From an optimization exercise on the open Yosys and OpenROAD flow, aimed at small area, a short achievable clock period and few clock cycles per item; shortcuts taken in it are not production practice. Function was not checked in any run shown here: the RTL went through the layout flow alone.

==> flow/design.v, too long to show whole: its modules and the start of the top module <==
// module poly_horner_seq: 1848 lines
// module phs_fa: 5 lines
module poly_horner_seq (
    input  logic               clk,
    input  logic               rst,
    input  logic               coeff_we,
    input  logic [3:0]         coeff_addr,
    input  logic signed [15:0] coeff_wdata,
    input  logic signed [15:0] x,
    input  logic               start,
    output logic               busy,
    output logic               done,
    output logic signed [31:0] sum,
    output logic               ovf
);
  // ...
==> flow/run.sh <==
#!/bin/bash
# synth_recipe.tcl (not shown) runs the flow's synth.tcl, then flattens the netlist and writes it again
# the make line also repeats each setting of config.mk as NAME=value (left out here)
make -C /OpenROAD-flow-scripts/flow DESIGN_CONFIG=/design/flow/config.mk WORK_HOME=/design/flow/orfs CLKGATE_MAP_FILE= SYNTH_SCRIPT=/design/flow/synth_recipe.tcl finish
==> flow/config.mk <==
export PLATFORM = sky130hd
export DESIGN_NAME = poly_horner_seq
export DESIGN_NICKNAME = poly_horner_seq
export VERILOG_FILES = /design/flow/design.v
export SDC_FILE = /design/flow/constraint.sdc
export NUM_CORES = 4
export LEC_CHECK = 0
export ABC_AREA = 1
export CAP_MARGIN = 20
export CORE_MARGIN = 2
export CORE_UTILIZATION = 40
export SETUP_SLACK_MARGIN = 3.7
export SLEW_MARGIN = 20
export SYNTH_HIERARCHICAL = 1
export SYNTH_MINIMUM_KEEP_SIZE = 0
==> flow/constraint.sdc <==
create_clock -name core_clock -period 9.0 [get_ports {clk}]
set_input_delay 1.8000 -clock core_clock [delete_from_list [all_inputs] [get_ports {clk}]]
set_output_delay 1.8000 -clock core_clock [all_outputs]
set_load 0.01 [all_outputs]
==> impl_metrics.json, run 1 <==
{
  "regArea_um2": 7770,
  "drc": 0,
  "start_util": 0.4018,
  "clkTransAtPathRegs_ns": 0.06,
  "clock_path_buffers": 3,
  "largest_class": "multi-input gates",
  "rows": 90,
  "crit_start": "r_bone[5]",
  "crit_fanout": 17,
  "r2r_cells": 16,
  "synth_flop_cell": "edfxtp_1",
  "wirelength_mm": 70.49,
  "nWellTaps": 782,
  "cp_common_cell": "fa_1",
  "via_per_inst": 5.592,
  "crit_end": "r_mid_one",
  "syn-cell-area_um2": 24110,
  "critical_path_class": "reg2reg",
  "final_antenna_net_count": 0,
  "run_status": "no timing/DRC/antenna violations",
  "ys_top_cells_by_area": "edfxtp_1, fa_1, xor2_1",
  "setup-violations-final": 0,
  "final_common_cell": "nand2_1",
  "synthXorXnorAreaFrac": 0.1122,
  "top_regs": "r_coeff: 176 flops, r_acc: 32 flops, r_c: 17 flops",
  "yosys.cell_count.top_type": "nand2_1",
  "synth_cell_types": 60,
  "worstMarginPinSlew_ns": 0.9740,
  "fin_cells": 3355,
  "buffer_area_frac": 0.06970
}
==> run 2: changes to the inputs <==
--- a/flow/design.v
+++ b/flow/design.v
@@ -12,47 +12,38 @@
     output logic signed [31:0] sum,
     output logic               ovf
 );
     logic signed [15:0] r_coeff [0:10];
     logic [10:0]        r_cval;
     logic [7:0]         r_bone, r_btwo, r_bneg;
     logic signed [31:0] r_acc;
     logic signed [16:0] r_c, w_cn, w_n7;
-    logic               r_ge, r_cneg, w_ge, w_cy15;
-    logic               r_hi_one, r_hi_zero, r_mid_one, r_mid_zero;
-    logic               w_mid_one, w_mid_zero, w_defer;
-    logic [16:0]        w_y;
+    logic signed [15:0] r_cprev;
     logic signed [16:0] w_craw;
     logic               w_n7n;
-    logic [3:0]         r_idx, w_idx_n, w_idx_r;
+    logic [3:0]         r_idx, w_idx_n;
     logic               r_busy, r_done, r_ovf;
-    logic signed [15:0] w_c, w_crd, w_c9;
+    logic signed [15:0] w_c, w_hlim, w_llim;
     logic [7:0]         w_xone, w_xtwo, w_xneg;
     logic [47:0]        w_ra, w_rb;
     logic [31:0]        w_s, w_g0, w_p0;
     logic               w_c31, w_hi_one, w_hi_zero;
     logic               w_sovf, w_chi, w_clo, w_acc_st, w_last, w_wr;
     assign w_acc_st = start & ~r_busy;
     assign w_last   = r_busy & (r_idx == 4'd0);
     assign w_wr     = coeff_we & ~r_busy & ~start & (coeff_addr <= 4'd10);
     always_comb begin
         if (w_acc_st)          w_idx_n = 4'd9;
         else if (w_last)       w_idx_n = 4'd10;
         else if (r_busy)       w_idx_n = r_idx - 4'd1;
         else                   w_idx_n = r_idx;
     end
-    always_comb begin
-        if (~r_busy | w_last)  w_idx_r = 4'd10;
-        else                   w_idx_r = r_idx - 4'd1;
-    end
-    assign w_crd = r_cval[w_idx_r] ? r_coeff[w_idx_r] : 16'sd0;
-    assign w_c9  = r_cval[9] ? r_coeff[9] : 16'sd0;
-    assign w_c   = w_acc_st ? w_c9 :
-                   (w_wr & (coeff_addr == 4'd10)) ? coeff_wdata : w_crd;
+    assign w_c = (w_wr & (coeff_addr == 4'd10)) ? coeff_wdata :
+                 r_cval[w_idx_n] ? r_coeff[w_idx_n] : 16'sd0;
     assign w_n7n  = w_acc_st ? x[15] : (r_bneg[7] & ~w_last);
     assign w_n7   = {2'b00, w_n7n, 14'd0};
     assign w_cn   = {w_c[15], w_c} + w_n7;
     assign w_craw = r_c - {2'b00, r_bneg[7], 14'd0};
     always_comb begin
         for (int k = 0; k < 8; k++) begin
             logic m, l, lo;
             m  = x[2*k+1];
@@ -959,16 +950,114 @@
     logic pg894;
     logic pp_895;
     logic pg896;
     logic pp_897;
     logic pg898;
     logic pp_899;
     logic pg900;
     logic pp_901;
+    logic pg902;
+    logic pp_903;
+    logic pg904;
+    logic pp_905;
+    logic pg906;
+    logic pp_907;
+    logic pg908;
+    logic pp_909;
+    logic pg910;
+    logic pp_911;
+    logic pg912;
+    logic pp_913;
+    logic pg914;
+    logic pp_915;
+    logic pg916;
+    logic pp_917;
+    logic pg918;
+    logic pp_919;
+    logic pg920;
+    logic pp_921;
+    logic pg922;
+    logic pp_923;
+    logic pg924;
+    logic pp_925;
+    logic pg926;
+    logic pp_927;
+    logic pg928;
+    logic pp_929;
+    logic pg930;
+    logic pp_931;
+    logic pg932;
+    logic pp_933;
+    logic pg934;
+    logic pp_935;
+    logic pg936;
+    logic pp_937;
+    logic pg938;
+    logic pp_939;
+    logic pg940;
+    logic pp_941;
+    logic pg942;
+    logic pp_943;
+    logic pg944;
+    logic pp_945;
+    logic pg946;
+    logic pp_947;
+    logic pg948;
+    logic pp_949;
+    logic pg950;
+    logic pp_951;
+    logic pg952;
+    logic pp_953;
+    logic pg954;
+    logic pp_955;
+    logic pg956;
+    logic pp_957;
+    logic pg958;
+    logic pp_959;
+    logic pg960;
+    logic pp_961;
+    logic pg962;
+    logic pp_963;
+    logic pg964;
+    logic pp_965;
+    logic pg966;
+    logic pp_967;
+    logic pg968;
+    logic pp_969;
+    logic pg970;
+    logic pp_971;
+    logic pg972;
+    logic pp_973;
+    logic pg974;
+    logic pp_975;
+    logic pg976;
+    logic pp_977;
+    logic pg978;
+    logic pp_979;
+    logic pg980;
+    logic pp_981;
+    logic pg982;
+    logic pp_983;
+    logic pg984;
+    logic pp_985;
+    logic pg986;
+    logic pp_987;
+    logic pg988;
+    logic pp_989;
+    logic pg990;
+    logic pp_991;
+    logic pg992;
+    logic pp_993;
+    logic pg994;
+    logic pp_995;
+    logic pg996;
+    logic pp_997;
+    logic pg998;
+    logic pp_999;
     assign pp1 = (r_bone[0] & r_acc[0]) ^ r_bneg[0];
     assign pp2 = ((r_bone[0] & r_acc[1]) | (r_btwo[0] & r_acc[0])) ^ r_bneg[0];
     assign pp3 = ((r_bone[0] & r_acc[2]) | (r_btwo[0] & r_acc[1])) ^ r_bneg[0];
     assign pp4 = ((r_bone[0] & r_acc[3]) | (r_btwo[0] & r_acc[2])) ^ r_bneg[0];
     assign pp5 = ((r_bone[0] & r_acc[4]) | (r_btwo[0] & r_acc[3])) ^ r_bneg[0];
     assign pp6 = ((r_bone[0] & r_acc[5]) | (r_btwo[0] & r_acc[4])) ^ r_bneg[0];
     assign pp7 = ((r_bone[0] & r_acc[6]) | (r_btwo[0] & r_acc[5])) ^ r_bneg[0];
     assign pp8 = ((r_bone[0] & r_acc[7]) | (r_btwo[0] & r_acc[6])) ^ r_bneg[0];
@@ -1586,219 +1675,312 @@
     assign w_ra[46] = pp264;
     assign w_rb[46] = hc741;
     assign w_ra[47] = 1'b1;
     assign w_rb[47] = 1'b0;
     assign w_g0 = w_ra[31:0] & w_rb[31:0];
     assign w_p0 = w_ra[31:0] ^ w_rb[31:0];
     assign pg742 = w_g0[1] | (w_p0[1] & w_g0[0]);
     assign pp_743 = w_p0[1] & w_p0[0];
-    assign pg744 = w_g0[3] | (w_p0[3] & w_g0[2]);
-    assign pp_745 = w_p0[3] & w_p0[2];
-    assign pg746 = w_g0[5] | (w_p0[5] & w_g0[4]);
-    assign pp_747 = w_p0[5] & w_p0[4];
-    assign pg748 = w_g0[7] | (w_p0[7] & w_g0[6]);
-    assign pp_749 = w_p0[7] & w_p0[6];
-    assign pg750 = w_g0[9] | (w_p0[9] & w_g0[8]);
-    assign pp_751 = w_p0[9] & w_p0[8];
-    assign pg752 = w_g0[11] | (w_p0[11] & w_g0[10]);
-    assign pp_753 = w_p0[11] & w_p0[10];
-    assign pg754 = w_g0[13] | (w_p0[13] & w_g0[12]);
-    assign pp_755 = w_p0[13] & w_p0[12];
-    assign pg756 = w_g0[15] | (w_p0[15] & w_g0[14]);
-    assign pp_757 = w_p0[15] & w_p0[14];
-    assign pg758 = w_g0[17] | (w_p0[17] & w_g0[16]);
-    assign pp_759 = w_p0[17] & w_p0[16];
-    assign pg760 = w_g0[19] | (w_p0[19] & w_g0[18]);
-    assign pp_761 = w_p0[19] & w_p0[18];
-    assign pg762 = w_g0[21] | (w_p0[21] & w_g0[20]);
-    assign pp_763 = w_p0[21] & w_p0[20];
-    assign pg764 = w_g0[23] | (w_p0[23] & w_g0[22]);
-    assign pp_765 = w_p0[23] & w_p0[22];
-    assign pg766 = w_g0[25] | (w_p0[25] & w_g0[24]);
-    assign pp_767 = w_p0[25] & w_p0[24];
-    assign pg768 = w_g0[27] | (w_p0[27] & w_g0[26]);
-    assign pp_769 = w_p0[27] & w_p0[26];
-    assign pg770 = w_g0[29] | (w_p0[29] & w_g0[28]);
-    assign pp_771 = w_p0[29] & w_p0[28];
-    assign pg772 = w_g0[31] | (w_p0[31] & w_g0[30]);
-    assign pp_773 = w_p0[31] & w_p0[30];
-    assign pg774 = w_g0[2] | (w_p0[2] & pg742);
-    assign pp_775 = w_p0[2] & pp_743;
-    assign pg776 = pg744 | (pp_745 & pg742);
-    assign pp_777 = pp_745 & pp_743;
-    assign pg778 = w_g0[6] | (w_p0[6] & pg746);
-    assign pp_779 = w_p0[6] & pp_747;
-    assign pg780 = pg748 | (pp_749 & pg746);
-    assign pp_781 = pp_749 & pp_747;
-    assign pg782 = w_g0[10] | (w_p0[10] & pg750);
-    assign pp_783 = w_p0[10] & pp_751;
-    assign pg784 = pg752 | (pp_753 & pg750);
-    assign pp_785 = pp_753 & pp_751;
-    assign pg786 = w_g0[14] | (w_p0[14] & pg754);
-    assign pp_787 = w_p0[14] & pp_755;
-    assign pg788 = pg756 | (pp_757 & pg754);
-    assign pp_789 = pp_757 & pp_755;
-    assign pg790 = w_g0[18] | (w_p0[18] & pg758);
-    assign pp_791 = w_p0[18] & pp_759;
-    assign pg792 = pg760 | (pp_761 & pg758);
-    assign pp_793 = pp_761 & pp_759;
-    assign pg794 = w_g0[22] | (w_p0[22] & pg762);
-    assign pp_795 = w_p0[22] & pp_763;
-    assign pg796 = pg764 | (pp_765 & pg762);
-    assign pp_797 = pp_765 & pp_763;
-    assign pg798 = w_g0[26] | (w_p0[26] & pg766);
-    assign pp_799 = w_p0[26] & pp_767;
-    assign pg800 = pg768 | (pp_769 & pg766);
-    assign pp_801 = pp_769 & pp_767;
-    assign pg802 = w_g0[30] | (w_p0[30] & pg770);
-    assign pp_803 = w_p0[30] & pp_771;
-    assign pg804 = pg772 | (pp_773 & pg770);
-    assign pp_805 = pp_773 & pp_771;
-    assign pg806 = w_g0[4] | (w_p0[4] & pg776);
-    assign pp_807 = w_p0[4] & pp_777;
-    assign pg808 = pg746 | (pp_747 & pg776);
-    assign pp_809 = pp_747 & pp_777;
-    assign pg810 = pg778 | (pp_779 & pg776);
-    assign pp_811 = pp_779 & pp_777;
-    assign pg812 = pg780 | (pp_781 & pg776);
-    assign pp_813 = pp_781 & pp_777;
-    assign pg814 = w_g0[12] | (w_p0[12] & pg784);
-    assign pp_815 = w_p0[12] & pp_785;
-    assign pg816 = pg754 | (pp_755 & pg784);
-    assign pp_817 = pp_755 & pp_785;
-    assign pg818 = pg786 | (pp_787 & pg784);
-    assign pp_819 = pp_787 & pp_785;
-    assign pg820 = pg788 | (pp_789 & pg784);
-    assign pp_821 = pp_789 & pp_785;
-    assign pg822 = w_g0[20] | (w_p0[20] & pg792);
-    assign pp_823 = w_p0[20] & pp_793;
-    assign pg824 = pg762 | (pp_763 & pg792);
-    assign pp_825 = pp_763 & pp_793;
-    assign pg826 = pg794 | (pp_795 & pg792);
-    assign pp_827 = pp_795 & pp_793;
-    assign pg828 = pg796 | (pp_797 & pg792);
-    assign pp_829 = pp_797 & pp_793;
-    assign pg830 = w_g0[28] | (w_p0[28] & pg800);
-    assign pp_831 = w_p0[28] & pp_801;
-    assign pg832 = pg770 | (pp_771 & pg800);
-    assign pp_833 = pp_771 & pp_801;
-    assign pg834 = pg802 | (pp_803 & pg800);
-    assign pp_835 = pp_803 & pp_801;
-    assign pg836 = pg804 | (pp_805 & pg800);
-    assign pp_837 = pp_805 & pp_801;
-    assign pg838 = w_g0[8] | (w_p0[8] & pg812);
-    assign pp_839 = w_p0[8] & pp_813;
-    assign pg840 = pg750 | (pp_751 & pg812);
-    assign pp_841 = pp_751 & pp_813;
-    assign pg842 = pg782 | (pp_783 & pg812);
-    assign pp_843 = pp_783 & pp_813;
-    assign pg844 = pg784 | (pp_785 & pg812);
-    assign pp_845 = pp_785 & pp_813;
-    assign pg846 = pg814 | (pp_815 & pg812);
-    assign pp_847 = pp_815 & pp_813;
-    assign pg848 = pg816 | (pp_817 & pg812);
-    assign pp_849 = pp_817 & pp_813;
-    assign pg850 = pg818 | (pp_819 & pg812);
-    assign pp_851 = pp_819 & pp_813;
-    assign pg852 = pg820 | (pp_821 & pg812);
-    assign pp_853 = pp_821 & pp_813;
-    assign pg854 = w_g0[24] | (w_p0[24] & pg828);
-    assign pp_855 = w_p0[24] & pp_829;
-    assign pg856 = pg766 | (pp_767 & pg828);
-    assign pp_857 = pp_767 & pp_829;
-    assign pg858 = pg798 | (pp_799 & pg828);
-    assign pp_859 = pp_799 & pp_829;
-    assign pg860 = pg800 | (pp_801 & pg828);
-    assign pp_861 = pp_801 & pp_829;
-    assign pg862 = pg830 | (pp_831 & pg828);
-    assign pp_863 = pp_831 & pp_829;
-    assign pg864 = pg832 | (pp_833 & pg828);
-    assign pp_865 = pp_833 & pp_829;
-    assign pg866 = pg834 | (pp_835 & pg828);
-    assign pp_867 = pp_835 & pp_829;
-    assign pg868 = pg836 | (pp_837 & pg828);
-    assign pp_869 = pp_837 & pp_829;
-    assign pg870 = w_g0[16] | (w_p0[16] & pg852);
-    assign pp_871 = w_p0[16] & pp_853;
-    assign pg872 = pg758 | (pp_759 & pg852);
-    assign pp_873 = pp_759 & pp_853;
-    assign pg874 = pg790 | (pp_791 & pg852);
-    assign pp_875 = pp_791 & pp_853;
-    assign pg876 = pg792 | (pp_793 & pg852);
-    assign pp_877 = pp_793 & pp_853;
-    assign pg878 = pg822 | (pp_823 & pg852);
-    assign pp_879 = pp_823 & pp_853;
-    assign pg880 = pg824 | (pp_825 & pg852);
-    assign pp_881 = pp_825 & pp_853;
-    assign pg882 = pg826 | (pp_827 & pg852);
-    assign pp_883 = pp_827 & pp_853;
-    assign pg884 = pg828 | (pp_829 & pg852);
-    assign pp_885 = pp_829 & pp_853;
-    assign pg886 = pg854 | (pp_855 & pg852);
-    assign pp_887 = pp_855 & pp_853;
-    assign pg888 = pg856 | (pp_857 & pg852);
-    assign pp_889 = pp_857 & pp_853;
-    assign pg890 = pg858 | (pp_859 & pg852);
-    assign pp_891 = pp_859 & pp_853;
-    assign pg892 = pg860 | (pp_861 & pg852);
-    assign pp_893 = pp_861 & pp_853;
-    assign pg894 = pg862 | (pp_863 & pg852);
-    assign pp_895 = pp_863 & pp_853;
-    assign pg896 = pg864 | (pp_865 & pg852);
-    assign pp_897 = pp_865 & pp_853;
-    assign pg898 = pg866 | (pp_867 & pg852);
-    assign pp_899 = pp_867 & pp_853;
-    assign pg900 = pg868 | (pp_869 & pg852);
-    assign pp_901 = pp_869 & pp_853;
+    assign pg744 = w_g0[2] | (w_p0[2] & w_g0[1]);
+    assign pp_745 = w_p0[2] & w_p0[1];
+    assign pg746 = w_g0[3] | (w_p0[3] & w_g0[2]);
+    assign pp_747 = w_p0[3] & w_p0[2];
+    assign pg748 = w_g0[4] | (w_p0[4] & w_g0[3]);
+    assign pp_749 = w_p0[4] & w_p0[3];
+    assign pg750 = w_g0[5] | (w_p0[5] & w_g0[4]);
+    assign pp_751 = w_p0[5] & w_p0[4];
+    assign pg752 = w_g0[6] | (w_p0[6] & w_g0[5]);
+    assign pp_753 = w_p0[6] & w_p0[5];
+    assign pg754 = w_g0[7] | (w_p0[7] & w_g0[6]);
+    assign pp_755 = w_p0[7] & w_p0[6];
+    assign pg756 = w_g0[8] | (w_p0[8] & w_g0[7]);
+    assign pp_757 = w_p0[8] & w_p0[7];
+    assign pg758 = w_g0[9] | (w_p0[9] & w_g0[8]);
+    assign pp_759 = w_p0[9] & w_p0[8];
+    assign pg760 = w_g0[10] | (w_p0[10] & w_g0[9]);
+    assign pp_761 = w_p0[10] & w_p0[9];
+    assign pg762 = w_g0[11] | (w_p0[11] & w_g0[10]);
+    assign pp_763 = w_p0[11] & w_p0[10];
+    assign pg764 = w_g0[12] | (w_p0[12] & w_g0[11]);
+    assign pp_765 = w_p0[12] & w_p0[11];
+    assign pg766 = w_g0[13] | (w_p0[13] & w_g0[12]);
+    assign pp_767 = w_p0[13] & w_p0[12];
+    assign pg768 = w_g0[14] | (w_p0[14] & w_g0[13]);
+    assign pp_769 = w_p0[14] & w_p0[13];
+    assign pg770 = w_g0[15] | (w_p0[15] & w_g0[14]);
+    assign pp_771 = w_p0[15] & w_p0[14];
+    assign pg772 = w_g0[16] | (w_p0[16] & w_g0[15]);
+    assign pp_773 = w_p0[16] & w_p0[15];
+    assign pg774 = w_g0[17] | (w_p0[17] & w_g0[16]);
+    assign pp_775 = w_p0[17] & w_p0[16];
+    assign pg776 = w_g0[18] | (w_p0[18] & w_g0[17]);
+    assign pp_777 = w_p0[18] & w_p0[17];
+    assign pg778 = w_g0[19] | (w_p0[19] & w_g0[18]);
+    assign pp_779 = w_p0[19] & w_p0[18];
+    assign pg780 = w_g0[20] | (w_p0[20] & w_g0[19]);
+    assign pp_781 = w_p0[20] & w_p0[19];
+    assign pg782 = w_g0[21] | (w_p0[21] & w_g0[20]);
+    assign pp_783 = w_p0[21] & w_p0[20];
+    assign pg784 = w_g0[22] | (w_p0[22] & w_g0[21]);
+    assign pp_785 = w_p0[22] & w_p0[21];
+    assign pg786 = w_g0[23] | (w_p0[23] & w_g0[22]);
+    assign pp_787 = w_p0[23] & w_p0[22];
+    assign pg788 = w_g0[24] | (w_p0[24] & w_g0[23]);
+    assign pp_789 = w_p0[24] & w_p0[23];
+    assign pg790 = w_g0[25] | (w_p0[25] & w_g0[24]);
+    assign pp_791 = w_p0[25] & w_p0[24];
+    assign pg792 = w_g0[26] | (w_p0[26] & w_g0[25]);
+    assign pp_793 = w_p0[26] & w_p0[25];
+    assign pg794 = w_g0[27] | (w_p0[27] & w_g0[26]);
+    assign pp_795 = w_p0[27] & w_p0[26];
+    assign pg796 = w_g0[28] | (w_p0[28] & w_g0[27]);
+    assign pp_797 = w_p0[28] & w_p0[27];
+    assign pg798 = w_g0[29] | (w_p0[29] & w_g0[28]);
+    assign pp_799 = w_p0[29] & w_p0[28];
+    assign pg800 = w_g0[30] | (w_p0[30] & w_g0[29]);
+    assign pp_801 = w_p0[30] & w_p0[29];
+    assign pg802 = w_g0[31] | (w_p0[31] & w_g0[30]);
+    assign pp_803 = w_p0[31] & w_p0[30];
+    assign pg804 = pg744 | (pp_745 & w_g0[0]);
+    assign pp_805 = pp_745 & w_p0[0];
+    assign pg806 = pg746 | (pp_747 & pg742);
+    assign pp_807 = pp_747 & pp_743;
+    assign pg808 = pg748 | (pp_749 & pg744);
+    assign pp_809 = pp_749 & pp_745;
+    assign pg810 = pg750 | (pp_751 & pg746);
+    assign pp_811 = pp_751 & pp_747;
+    assign pg812 = pg752 | (pp_753 & pg748);
+    assign pp_813 = pp_753 & pp_749;
+    assign pg814 = pg754 | (pp_755 & pg750);
+    assign pp_815 = pp_755 & pp_751;
+    assign pg816 = pg756 | (pp_757 & pg752);
+    assign pp_817 = pp_757 & pp_753;
+    assign pg818 = pg758 | (pp_759 & pg754);
+    assign pp_819 = pp_759 & pp_755;
+    assign pg820 = pg760 | (pp_761 & pg756);
+    assign pp_821 = pp_761 & pp_757;
+    assign pg822 = pg762 | (pp_763 & pg758);
+    assign pp_823 = pp_763 & pp_759;
+    assign pg824 = pg764 | (pp_765 & pg760);
+    assign pp_825 = pp_765 & pp_761;
+    assign pg826 = pg766 | (pp_767 & pg762);
+    assign pp_827 = pp_767 & pp_763;
+    assign pg828 = pg768 | (pp_769 & pg764);
+    assign pp_829 = pp_769 & pp_765;
+    assign pg830 = pg770 | (pp_771 & pg766);
+    assign pp_831 = pp_771 & pp_767;
+    assign pg832 = pg772 | (pp_773 & pg768);
+    assign pp_833 = pp_773 & pp_769;
+    assign pg834 = pg774 | (pp_775 & pg770);
+    assign pp_835 = pp_775 & pp_771;
+    assign pg836 = pg776 | (pp_777 & pg772);
+    assign pp_837 = pp_777 & pp_773;
+    assign pg838 = pg778 | (pp_779 & pg774);
+    assign pp_839 = pp_779 & pp_775;
+    assign pg840 = pg780 | (pp_781 & pg776);
+    assign pp_841 = pp_781 & pp_777;
+    assign pg842 = pg782 | (pp_783 & pg778);
+    assign pp_843 = pp_783 & pp_779;
+    assign pg844 = pg784 | (pp_785 & pg780);
+    assign pp_845 = pp_785 & pp_781;
+    assign pg846 = pg786 | (pp_787 & pg782);
+    assign pp_847 = pp_787 & pp_783;
+    assign pg848 = pg788 | (pp_789 & pg784);
+    assign pp_849 = pp_789 & pp_785;
+    assign pg850 = pg790 | (pp_791 & pg786);
+    assign pp_851 = pp_791 & pp_787;
+    assign pg852 = pg792 | (pp_793 & pg788);
+    assign pp_853 = pp_793 & pp_789;
+    assign pg854 = pg794 | (pp_795 & pg790);
+    assign pp_855 = pp_795 & pp_791;
+    assign pg856 = pg796 | (pp_797 & pg792);
+    assign pp_857 = pp_797 & pp_793;
+    assign pg858 = pg798 | (pp_799 & pg794);
+    assign pp_859 = pp_799 & pp_795;
+    assign pg860 = pg800 | (pp_801 & pg796);
+    assign pp_861 = pp_801 & pp_797;
+    assign pg862 = pg802 | (pp_803 & pg798);
+    assign pp_863 = pp_803 & pp_799;
+    assign pg864 = pg808 | (pp_809 & w_g0[0]);
+    assign pp_865 = pp_809 & w_p0[0];
+    assign pg866 = pg810 | (pp_811 & pg742);
+    assign pp_867 = pp_811 & pp_743;
+    assign pg868 = pg812 | (pp_813 & pg804);
+    assign pp_869 = pp_813 & pp_805;
+    assign pg870 = pg814 | (pp_815 & pg806);
+    assign pp_871 = pp_815 & pp_807;
+    assign pg872 = pg816 | (pp_817 & pg808);
+    assign pp_873 = pp_817 & pp_809;
+    assign pg874 = pg818 | (pp_819 & pg810);
+    assign pp_875 = pp_819 & pp_811;
+    assign pg876 = pg820 | (pp_821 & pg812);
+    assign pp_877 = pp_821 & pp_813;
+    assign pg878 = pg822 | (pp_823 & pg814);
+    assign pp_879 = pp_823 & pp_815;
+    assign pg880 = pg824 | (pp_825 & pg816);
+    assign pp_881 = pp_825 & pp_817;
+    assign pg882 = pg826 | (pp_827 & pg818);
+    assign pp_883 = pp_827 & pp_819;
+    assign pg884 = pg828 | (pp_829 & pg820);
+    assign pp_885 = pp_829 & pp_821;
+    assign pg886 = pg830 | (pp_831 & pg822);
+    assign pp_887 = pp_831 & pp_823;
+    assign pg888 = pg832 | (pp_833 & pg824);
+    assign pp_889 = pp_833 & pp_825;
+    assign pg890 = pg834 | (pp_835 & pg826);
+    assign pp_891 = pp_835 & pp_827;
+    assign pg892 = pg836 | (pp_837 & pg828);
+    assign pp_893 = pp_837 & pp_829;
+    assign pg894 = pg838 | (pp_839 & pg830);
+    assign pp_895 = pp_839 & pp_831;
+    assign pg896 = pg840 | (pp_841 & pg832);
+    assign pp_897 = pp_841 & pp_833;
+    assign pg898 = pg842 | (pp_843 & pg834);
+    assign pp_899 = pp_843 & pp_835;
+    assign pg900 = pg844 | (pp_845 & pg836);
+    assign pp_901 = pp_845 & pp_837;
+    assign pg902 = pg846 | (pp_847 & pg838);
+    assign pp_903 = pp_847 & pp_839;
+    assign pg904 = pg848 | (pp_849 & pg840);
+    assign pp_905 = pp_849 & pp_841;
+    assign pg906 = pg850 | (pp_851 & pg842);
+    assign pp_907 = pp_851 & pp_843;
+    assign pg908 = pg852 | (pp_853 & pg844);
+    assign pp_909 = pp_853 & pp_845;
+    assign pg910 = pg854 | (pp_855 & pg846);
+    assign pp_911 = pp_855 & pp_847;
+    assign pg912 = pg856 | (pp_857 & pg848);
+    assign pp_913 = pp_857 & pp_849;
+    assign pg914 = pg858 | (pp_859 & pg850);
+    assign pp_915 = pp_859 & pp_851;
+    assign pg916 = pg860 | (pp_861 & pg852);
+    assign pp_917 = pp_861 & pp_853;
+    assign pg918 = pg862 | (pp_863 & pg854);
+    assign pp_919 = pp_863 & pp_855;
+    assign pg920 = pg872 | (pp_873 & w_g0[0]);
+    assign pp_921 = pp_873 & w_p0[0];
+    assign pg922 = pg874 | (pp_875 & pg742);
+    assign pp_923 = pp_875 & pp_743;
+    assign pg924 = pg876 | (pp_877 & pg804);
+    assign pp_925 = pp_877 & pp_805;
+    assign pg926 = pg878 | (pp_879 & pg806);
+    assign pp_927 = pp_879 & pp_807;
+    assign pg928 = pg880 | (pp_881 & pg864);
+    assign pp_929 = pp_881 & pp_865;
+    assign pg930 = pg882 | (pp_883 & pg866);
+    assign pp_931 = pp_883 & pp_867;
+    assign pg932 = pg884 | (pp_885 & pg868);
+    assign pp_933 = pp_885 & pp_869;
+    assign pg934 = pg886 | (pp_887 & pg870);
+    assign pp_935 = pp_887 & pp_871;
+    assign pg936 = pg888 | (pp_889 & pg872);
+    assign pp_937 = pp_889 & pp_873;
+    assign pg938 = pg890 | (pp_891 & pg874);
+    assign pp_939 = pp_891 & pp_875;
+    assign pg940 = pg892 | (pp_893 & pg876);
+    assign pp_941 = pp_893 & pp_877;
+    assign pg942 = pg894 | (pp_895 & pg878);
+    assign pp_943 = pp_895 & pp_879;
+    assign pg944 = pg896 | (pp_897 & pg880);
+    assign pp_945 = pp_897 & pp_881;
+    assign pg946 = pg898 | (pp_899 & pg882);
+    assign pp_947 = pp_899 & pp_883;
+    assign pg948 = pg900 | (pp_901 & pg884);
+    assign pp_949 = pp_901 & pp_885;
+    assign pg950 = pg902 | (pp_903 & pg886);
+    assign pp_951 = pp_903 & pp_887;
+    assign pg952 = pg904 | (pp_905 & pg888);
+    assign pp_953 = pp_905 & pp_889;
+    assign pg954 = pg906 | (pp_907 & pg890);
+    assign pp_955 = pp_907 & pp_891;
+    assign pg956 = pg908 | (pp_909 & pg892);
+    assign pp_957 = pp_909 & pp_893;
+    assign pg958 = pg910 | (pp_911 & pg894);
+    assign pp_959 = pp_911 & pp_895;
+    assign pg960 = pg912 | (pp_913 & pg896);
+    assign pp_961 = pp_913 & pp_897;
+    assign pg962 = pg914 | (pp_915 & pg898);
+    assign pp_963 = pp_915 & pp_899;
+    assign pg964 = pg916 | (pp_917 & pg900);
+    assign pp_965 = pp_917 & pp_901;
+    assign pg966 = pg918 | (pp_919 & pg902);
+    assign pp_967 = pp_919 & pp_903;
+    assign pg968 = pg936 | (pp_937 & w_g0[0]);
+    assign pp_969 = pp_937 & w_p0[0];
+    assign pg970 = pg938 | (pp_939 & pg742);
+    assign pp_971 = pp_939 & pp_743;
+    assign pg972 = pg940 | (pp_941 & pg804);
+    assign pp_973 = pp_941 & pp_805;
+    assign pg974 = pg942 | (pp_943 & pg806);
+    assign pp_975 = pp_943 & pp_807;
+    assign pg976 = pg944 | (pp_945 & pg864);
+    assign pp_977 = pp_945 & pp_865;
+    assign pg978 = pg946 | (pp_947 & pg866);
+    assign pp_979 = pp_947 & pp_867;
+    assign pg980 = pg948 | (pp_949 & pg868);
+    assign pp_981 = pp_949 & pp_869;
+    assign pg982 = pg950 | (pp_951 & pg870);
+    assign pp_983 = pp_951 & pp_871;
+    assign pg984 = pg952 | (pp_953 & pg920);
+    assign pp_985 = pp_953 & pp_921;
+    assign pg986 = pg954 | (pp_955 & pg922);
+    assign pp_987 = pp_955 & pp_923;
+    assign pg988 = pg956 | (pp_957 & pg924);
+    assign pp_989 = pp_957 & pp_925;
+    assign pg990 = pg958 | (pp_959 & pg926);
+    assign pp_991 = pp_959 & pp_927;
+    assign pg992 = pg960 | (pp_961 & pg928);
+    assign pp_993 = pp_961 & pp_929;
+    assign pg994 = pg962 | (pp_963 & pg930);
+    assign pp_995 = pp_963 & pp_931;
+    assign pg996 = pg964 | (pp_965 & pg932);
+    assign pp_997 = pp_965 & pp_933;
+    assign pg998 = pg966 | (pp_967 & pg934);
+    assign pp_999 = pp_967 & pp_935;
     assign w_s[0] = w_p0[0] ^ 1'b0;
     assign w_s[1] = w_p0[1] ^ w_g0[0];
     assign w_s[2] = w_p0[2] ^ pg742;
-    assign w_s[3] = w_p0[3] ^ pg774;
-    assign w_s[4] = w_p0[4] ^ pg776;
-    assign w_s[5] = w_p0[5] ^ pg806;
-    assign w_s[6] = w_p0[6] ^ pg808;
-    assign w_s[7] = w_p0[7] ^ pg810;
-    assign w_s[8] = w_p0[8] ^ pg812;
-    assign w_s[9] = w_p0[9] ^ pg838;
-    assign w_s[10] = w_p0[10] ^ pg840;
-    assign w_s[11] = w_p0[11] ^ pg842;
-    assign w_s[12] = w_p0[12] ^ pg844;
-    assign w_s[13] = w_p0[13] ^ pg846;
-    assign w_s[14] = w_p0[14] ^ pg848;
-    assign w_s[15] = w_p0[15] ^ pg850;
-    assign w_s[16] = w_p0[16] ^ pg852;
-    assign w_s[17] = w_p0[17] ^ pg870;
-    assign w_s[18] = w_p0[18] ^ pg872;
-    assign w_s[19] = w_p0[19] ^ pg874;
-    assign w_s[20] = w_p0[20] ^ pg876;
-    assign w_s[21] = w_p0[21] ^ pg878;
-    assign w_s[22] = w_p0[22] ^ pg880;
-    assign w_s[23] = w_p0[23] ^ pg882;
-    assign w_s[24] = w_p0[24] ^ pg884;
-    assign w_s[25] = w_p0[25] ^ pg886;
-    assign w_s[26] = w_p0[26] ^ pg888;
-    assign w_s[27] = w_p0[27] ^ pg890;
-    assign w_s[28] = w_p0[28] ^ pg892;
-    assign w_s[29] = w_p0[29] ^ pg894;
-    assign w_s[30] = w_p0[30] ^ pg896;
-    assign w_s[31] = w_p0[31] ^ pg898;
-    assign w_c31 = pg898;
-    assign w_cy15 = pg850;
+    assign w_s[3] = w_p0[3] ^ pg804;
+    assign w_s[4] = w_p0[4] ^ pg806;
+    assign w_s[5] = w_p0[5] ^ pg864;
+    assign w_s[6] = w_p0[6] ^ pg866;
+    assign w_s[7] = w_p0[7] ^ pg868;
+    assign w_s[8] = w_p0[8] ^ pg870;
+    assign w_s[9] = w_p0[9] ^ pg920;
+    assign w_s[10] = w_p0[10] ^ pg922;
+    assign w_s[11] = w_p0[11] ^ pg924;
+    assign w_s[12] = w_p0[12] ^ pg926;
+    assign w_s[13] = w_p0[13] ^ pg928;
+    assign w_s[14] = w_p0[14] ^ pg930;
+    assign w_s[15] = w_p0[15] ^ pg932;
+    assign w_s[16] = w_p0[16] ^ pg934;
+    assign w_s[17] = w_p0[17] ^ pg968;
+    assign w_s[18] = w_p0[18] ^ pg970;
+    assign w_s[19] = w_p0[19] ^ pg972;
+    assign w_s[20] = w_p0[20] ^ pg974;
+    assign w_s[21] = w_p0[21] ^ pg976;
+    assign w_s[22] = w_p0[22] ^ pg978;
+    assign w_s[23] = w_p0[23] ^ pg980;
+    assign w_s[24] = w_p0[24] ^ pg982;
+    assign w_s[25] = w_p0[25] ^ pg984;
+    assign w_s[26] = w_p0[26] ^ pg986;
+    assign w_s[27] = w_p0[27] ^ pg988;
+    assign w_s[28] = w_p0[28] ^ pg990;
+    assign w_s[29] = w_p0[29] ^ pg992;
+    assign w_s[30] = w_p0[30] ^ pg994;
+    assign w_s[31] = w_p0[31] ^ pg996;
+    assign w_c31 = pg996;
     assign w_hi_one = ((w_ra[32] ^ w_rb[32]) ^ (w_ra[31] & w_rb[31])) & ((w_ra[33] ^ w_rb[33]) ^ (w_ra[32] & w_rb[32])) & ((w_ra[34] ^ w_rb[34]) ^ (w_ra[33] & w_rb[33])) & ((w_ra[35] ^ w_rb[35]) ^ (w_ra[34] & w_rb[34])) & ((w_ra[36] ^ w_rb[36]) ^ (w_ra[35] & w_rb[35])) & ((w_ra[37] ^ w_rb[37]) ^ (w_ra[36] & w_rb[36])) & ((w_ra[38] ^ w_rb[38]) ^ (w_ra[37] & w_rb[37])) & ((w_ra[39] ^ w_rb[39]) ^ (w_ra[38] & w_rb[38])) & ((w_ra[40] ^ w_rb[40]) ^ (w_ra[39] & w_rb[39])) & ((w_ra[41] ^ w_rb[41]) ^ (w_ra[40] & w_rb[40])) & ((w_ra[42] ^ w_rb[42]) ^ (w_ra[41] & w_rb[41])) & ((w_ra[43] ^ w_rb[43]) ^ (w_ra[42] & w_rb[42])) & ((w_ra[44] ^ w_rb[44]) ^ (w_ra[43] & w_rb[43])) & ((w_ra[45] ^ w_rb[45]) ^ (w_ra[44] & w_rb[44])) & ((w_ra[46] ^ w_rb[46]) ^ (w_ra[45] & w_rb[45])) & ((w_ra[47] ^ w_rb[47]) ^ (w_ra[46] & w_rb[46]));
     assign w_hi_zero = ~((w_ra[32] ^ w_rb[32]) ^ (w_ra[31] | w_rb[31])) & ~((w_ra[33] ^ w_rb[33]) ^ (w_ra[32] | w_rb[32])) & ~((w_ra[34] ^ w_rb[34]) ^ (w_ra[33] | w_rb[33])) & ~((w_ra[35] ^ w_rb[35]) ^ (w_ra[34] | w_rb[34])) & ~((w_ra[36] ^ w_rb[36]) ^ (w_ra[35] | w_rb[35])) & ~((w_ra[37] ^ w_rb[37]) ^ (w_ra[36] | w_rb[36])) & ~((w_ra[38] ^ w_rb[38]) ^ (w_ra[37] | w_rb[37])) & ~((w_ra[39] ^ w_rb[39]) ^ (w_ra[38] | w_rb[38])) & ~((w_ra[40] ^ w_rb[40]) ^ (w_ra[39] | w_rb[39])) & ~((w_ra[41] ^ w_rb[41]) ^ (w_ra[40] | w_rb[40])) & ~((w_ra[42] ^ w_rb[42]) ^ (w_ra[41] | w_rb[41])) & ~((w_ra[43] ^ w_rb[43]) ^ (w_ra[42] | w_rb[42])) & ~((w_ra[44] ^ w_rb[44]) ^ (w_ra[43] | w_rb[43])) & ~((w_ra[45] ^ w_rb[45]) ^ (w_ra[44] | w_rb[44])) & ~((w_ra[46] ^ w_rb[46]) ^ (w_ra[45] | w_rb[45])) & ~((w_ra[47] ^ w_rb[47]) ^ (w_ra[46] | w_rb[46]));
-    assign w_mid_one = (w_ra[15] ^ w_rb[15] ^ w_cy15) & ((w_ra[16] ^ w_rb[16]) ^ (w_ra[15] & w_rb[15])) & ((w_ra[17] ^ w_rb[17]) ^ (w_ra[16] & w_rb[16])) & ((w_ra[18] ^ w_rb[18]) ^ (w_ra[17] & w_rb[17])) & ((w_ra[19] ^ w_rb[19]) ^ (w_ra[18] & w_rb[18])) & ((w_ra[20] ^ w_rb[20]) ^ (w_ra[19] & w_rb[19])) & ((w_ra[21] ^ w_rb[21]) ^ (w_ra[20] & w_rb[20])) & ((w_ra[22] ^ w_rb[22]) ^ (w_ra[21] & w_rb[21])) & ((w_ra[23] ^ w_rb[23]) ^ (w_ra[22] & w_rb[22])) & ((w_ra[24] ^ w_rb[24]) ^ (w_ra[23] & w_rb[23])) & ((w_ra[25] ^ w_rb[25]) ^ (w_ra[24] & w_rb[24])) & ((w_ra[26] ^ w_rb[26]) ^ (w_ra[25] & w_rb[25])) & ((w_ra[27] ^ w_rb[27]) ^ (w_ra[26] & w_rb[26])) & ((w_ra[28] ^ w_rb[28]) ^ (w_ra[27] & w_rb[27])) & ((w_ra[29] ^ w_rb[29]) ^ (w_ra[28] & w_rb[28])) & ((w_ra[30] ^ w_rb[30]) ^ (w_ra[29] & w_rb[29]));
-    assign w_mid_zero = ~(w_ra[15] ^ w_rb[15] ^ w_cy15) & ~((w_ra[16] ^ w_rb[16]) ^ (w_ra[15] | w_rb[15])) & ~((w_ra[17] ^ w_rb[17]) ^ (w_ra[16] | w_rb[16])) & ~((w_ra[18] ^ w_rb[18]) ^ (w_ra[17] | w_rb[17])) & ~((w_ra[19] ^ w_rb[19]) ^ (w_ra[18] | w_rb[18])) & ~((w_ra[20] ^ w_rb[20]) ^ (w_ra[19] | w_rb[19])) & ~((w_ra[21] ^ w_rb[21]) ^ (w_ra[20] | w_rb[20])) & ~((w_ra[22] ^ w_rb[22]) ^ (w_ra[21] | w_rb[21])) & ~((w_ra[23] ^ w_rb[23]) ^ (w_ra[22] | w_rb[22])) & ~((w_ra[24] ^ w_rb[24]) ^ (w_ra[23] | w_rb[23])) & ~((w_ra[25] ^ w_rb[25]) ^ (w_ra[24] | w_rb[24])) & ~((w_ra[26] ^ w_rb[26]) ^ (w_ra[25] | w_rb[25])) & ~((w_ra[27] ^ w_rb[27]) ^ (w_ra[26] | w_rb[26])) & ~((w_ra[28] ^ w_rb[28]) ^ (w_ra[27] | w_rb[27])) & ~((w_ra[29] ^ w_rb[29]) ^ (w_ra[28] | w_rb[28])) & ~((w_ra[30] ^ w_rb[30]) ^ (w_ra[29] | w_rb[29]));
-    assign w_sovf = ~((r_hi_one & r_acc[31]) | (r_hi_zero & ~r_acc[31]));
-    assign w_y    = {2'b00, w_ra[14:0]} + {2'b00, w_rb[14:0]} +
-                    {2'b00, ~w_craw[14:0]} + 17'd1;
-    assign w_ge   = w_cy15 ? w_y[16] : (w_y[16] | w_y[15]);
-    assign w_chi  = ~r_acc[31] & r_mid_one & r_cneg & r_ge;
-    assign w_clo  = r_acc[31] & r_mid_zero & ~r_cneg & ~r_ge;
-    assign w_defer = w_sovf | w_chi | w_clo;
+    assign w_sovf = ~((w_hi_one & w_s[31]) | (w_hi_zero & ~w_s[31]));
+    assign w_hlim = {1'b1, r_acc[14:0]};
+    assign w_llim = {1'b0, r_acc[14:0]};
+    assign w_chi  = ~r_acc[31] & (&r_acc[30:15]) & (w_hlim >= r_cprev);
+    assign w_clo  = r_acc[31] & ~(|r_acc[30:15]) & (w_llim < r_cprev);
     always_ff @(posedge clk or posedge rst) begin
         if (rst) begin
             r_busy <= 1'b0;
             r_done <= 1'b0;
             r_idx  <= 4'd10;
             r_bone <= '0;
             r_btwo <= '0;
             r_bneg <= '0;
@@ -1822,34 +2004,29 @@
             end
         end
     end
     always_ff @(posedge clk) begin
         if (w_wr) r_coeff[coeff_addr] <= coeff_wdata;
     end
     always_ff @(posedge clk) begin
         r_c     <= w_cn;
-        r_ge    <= w_ge;
-        r_cneg  <= w_craw[15];
-        r_hi_one   <= w_hi_one;
-        r_hi_zero  <= w_hi_zero;
-        r_mid_one  <= w_mid_one;
-        r_mid_zero <= w_mid_zero;
+        r_cprev <= w_craw[15:0];
         if (w_acc_st | r_busy) begin
             r_acc <= w_s;
         end
         if (w_acc_st) begin
             r_ovf <= 1'b0;
         end else if (r_busy | r_done) begin
-            r_ovf <= r_ovf | w_defer;
+            r_ovf <= r_ovf | (r_busy & w_sovf) | w_chi | w_clo;
         end
     end
     assign busy = r_busy;
     assign done = r_done;
     assign sum  = r_acc;
-    assign ovf  = r_ovf | (r_done & w_defer);
+    assign ovf  = r_ovf | (r_done & (w_chi | w_clo));
 endmodule
 `default_nettype wire
 module phs_fa (input logic a, input logic b, input logic c,
                output logic s, output logic co);
     assign s  = a ^ b ^ c;
     assign co = (a & b) | (a & c) | (b & c);
 endmodule
--- a/flow/config.mk
+++ b/flow/config.mk
@@ -4,12 +4,11 @@
 export VERILOG_FILES = /design/flow/design.v
 export SDC_FILE = /design/flow/constraint.sdc
 export NUM_CORES = 4
 export LEC_CHECK = 0
 export ABC_AREA = 1
 export CAP_MARGIN = 20
 export CORE_MARGIN = 2
 export CORE_UTILIZATION = 40
-export SETUP_SLACK_MARGIN = 3.7
 export SLEW_MARGIN = 20
 export SYNTH_HIERARCHICAL = 1
 export SYNTH_MINIMUM_KEEP_SIZE = 0
==> impl_metrics.json, run 2 <==
{
  "run_status": "no timing/DRC/antenna violations",
  "slew_viol_final": 0,
  "root_buffer": "clkbuf_16",
  "rsz0062_at_grt": "false",
  "slowest_stage": "clkinv_1",
  "final_common_cell": "nand2_1",
  "finalHoldViolations": 0,
  "drive_above_1_share": 0.05584,
  "hp-class": "reg2reg",
  "cts.sinks": 283,
  "cp_common_cell": "nand2_1",
  "period_share": 0.6566,
  "cp.arrival_ns": 6.40,
  "syn-cell-area_um2": 23170,
  "grt_usage": 0.2324,
  "fillCellCount": 5511,
  "area_growth_pct": 10.21,
  "cp.buffers_inverters": 1,
  "r2r_cells": 19,
  "path_delay_family": "adder cells",
  "start_util": 0.4031,
  "synth.top_cell.area_share": 0.2696,
  "hpwl_mm": 48.07,
  "syn_nets": 2716,
  "fin_ws_ns": 3.091,
  "worst_slew_margin_rel": 0.2872,
  "dpl_cell_area_um2": 24560,
  "grt_pass1_wl_mm": 108.0,
  "layout_common_cells": "nand2_1, xor2_1, o22ai_1, fa_1, edfxtp_1",
  "numCtsBuffers": 29,
  "layout_min_cycle_time_ns": 5.909,
  "synth_edf_count": 208,
  "ys_async_sr_fraction": 0.1449,
  "clkLatencyLatePin_ns": 0.60,
  "startpoint_type": "register",
  "critical_path_class": "reg2reg",
  "clock_path_buffers": 3,
  "synth_commonest_cells": "nand2_1, xor2_1, o22ai_1, fa_1, edfxtp_1",
  "ys_seq_area_frac": 0.3433,
  "cts_tree": "built",
  "synth_cell_types": 51,
  "top_regs": "r_coeff: 176 flops, r_acc: 32 flops, r_c: 17 flops",
  "yosys.cell_count.top_type": "nand2_1",
  "final_antenna_net_count": 0,
  "cts_hold_buf": 0,
  "grt_pass1_vias": 18162,
  "ctsHtreeMaxLevel": 1,
  "crit_fanout": 17,
  "die-width_um": 244.7,
  "path_cells": "clkinv_1, o22ai_1, xor2_1, fa_1, fa_1, fa_1, fa_1, ha_1, a21oi_1, nand2_1, nand2_1, nand2_1, a21oi_1, nand3_1, nand3_1, nand3_1, nand2_1, nand2_1, a21oi_1",
  "maxCapViolations": 0,
  "fin_area_um2": 25540,
  "antenna_found_initial": 2,
  "rows": 88,
  "max_stage_delay_ns": 0.58,
  "ys_top_cells_by_area": "edfxtp_1, fa_1, xor2_1",
  "setup_tns_ns": 0,
  "via_per_inst": 5.696,
  "clkTransAtPathRegs_ns": 0.07,
  "reg2reg_slack_ns": 3.09,
  "gp_congestion": 0.9133,
  "largest_reg_flops": 176,
  "drc": 0,
  "ioPinCount": 75,
  "port_buffers": 74,
  "pre_cts_slack_ns": 2.856,
  "worstHoldPathCells": 0,
  "wirelength_mm": 70.00,
  "grt_max_degree": 65,
  "die_area_um2": 59870,
  "end_kind": "register",
  "worst-path-stages": 19,
  "dr.pass1.iters": 5,
  "yosys.area.top_type": "edfxtp_1",
  "top_register": "r_coeff",
  "grt_overflow": 0,
  "synth_flop_cell": "edfxtp_1",
  "fin_skew_ns": 0.04652,
  "postSynthCellCount": 2352,
  "coreArea_um2": 57480,
  "worstMarginPinSlew_ns": 1.069,
  "avgSynthCellArea_um2": 9.851,
  "drt_iter0_markers": 1471,
  "ys_ff_latch": 283,
  "ctsResizeCount": 0,
  "num_vias": 17828,
  "fp.dieH_um": 244.7,
  "yosysWarnings": 7,
  "fin_nets": 2705,
  "setup-violations-final": 0,
  "max_freq_ghz": 0.1692,
  "wl_per_cell_um": 22.37,
  "cp.required_ns": 9.49,
  "post-cts-setup-buffers": 0
}
-- run 2: cell types whose count changed in the layout (fill, tap and decap cells not counted), sizes merged, moves of 10 or more --
cell      previous run  this run
a31oi                3        21
buf                132        34
clkinv              11        23
clkinvlp            49         1
dfxtp               24        34
fa                 239       215
ha                 124       109
inv                237       191
nand3              122       132
nand4               43         8
nor2                91        73
o21ai               56        77
o21bai              18         6
-- run 2: per-layer routing --
| layer | up-vias | GRT usage | share of wire |
|---|---|---|---|
| met5 | - | 0 | 0.00019 |
| met4 | 2 | 0.09900 | 0.046 |
| met3 | 168 | 0.03553 | 0.071 |
| met2 | 777 | 0.3982 | 0.49 |
| met1 | 8855 | 0.2919 | 0.39 |
| li1 | 8026 | - | - |
-- run 2: area by class of cell --
type,count,area [um^2],area share
clock buffers,43,862.1,0.03376
well taps,765,957.2,0.03748
diodes,1,2.502,0.00009800
clock inverters,11,111.4,0.004361
inverters,205,769.5,0.03013
flip-flops and latches,283,7966,0.3120
repair buffers,108,996.0,0.03900
multi-input cells,1714,13870,0.5432
-- run 2: worst paths after layout --
path	start	endpoint
worst min-delay path	r_c[5]	r_cprev[5]
worst max-delay path	r_acc[23]	r_ovf
min in group asynchronous	rst	r_cval[7]
worst min register to register	r_c[5]	r_cprev[5]
max in group asynchronous	rst	r_bneg[0]
worst max register to register	r_acc[23]	r_ovf
-- run 2: modules after synthesis, one instance, submodules excluded --
module           times used  flip-flops and latches  cells  area (um^2)
poly_horner_seq           1                     283   2138        18890
phs_fa                  214                       0      1        20.02
-- run 2: cell families after synthesis --
family                   Yosys count  share of synthesized area
AO/OA/AOI/OAI                    476                     0.1247
flip-flops                       283                     0.3433
AND/OR/NAND/NOR                  605                     0.1105
adder cells (fa/ha/maj)          324                     0.2446
XOR/XNOR                         309                     0.1168
buffers and inverters            355                    0.06000
-- run 2: through the flow --
step           std cells  utilization  hold WS [ns]
2_1_floorplan       2352            -        0.3345
3_3_place_gp        3075       0.4273        0.3498
3_5_place_dp        3075       0.4273        0.3628
4_1_cts             3129       0.4442        0.3739
5_1_grt             3130       0.4443        0.3802
6_report            3130       0.4443        0.3702

-- separate check: timing with driven ports --
The flow's constraints put no driver on any port. The routed layouts listed below were extracted and timed again, unchanged, in two steps.
Step 1 assumes that a clkbuf_16 drives the clock port and a buf_2 every other input.
Step 2 also shifts input and output timing later by t, the mid clock arrival at the registers, as if the neighbouring blocks saw the same clock.
Slacks: ideal / step 1 / step 2; pairs: ideal / step 1.
| run | shift t [ns] | slack for setup (ns) | hold WS [ns] | latest minus earliest clock arrival (ns) |
|---|---|---|---|---|
| run 1 | 0.642 | 3.852 / 3.852 / 3.852 | 0.467 / 0.467 / 0.467 | 0.012 / 0.012 |
| run 2 | 0.631 | 3.091 / 3.091 / 2.827 | 0.370 / 0.370 / 0.370 | 0.048 / 0.047 |
After both steps every run listed still meets setup and hold. For run 2, which loses most, drivers alone change the setup slack by 0.000 ns; drivers and shift together by -0.264 ns.
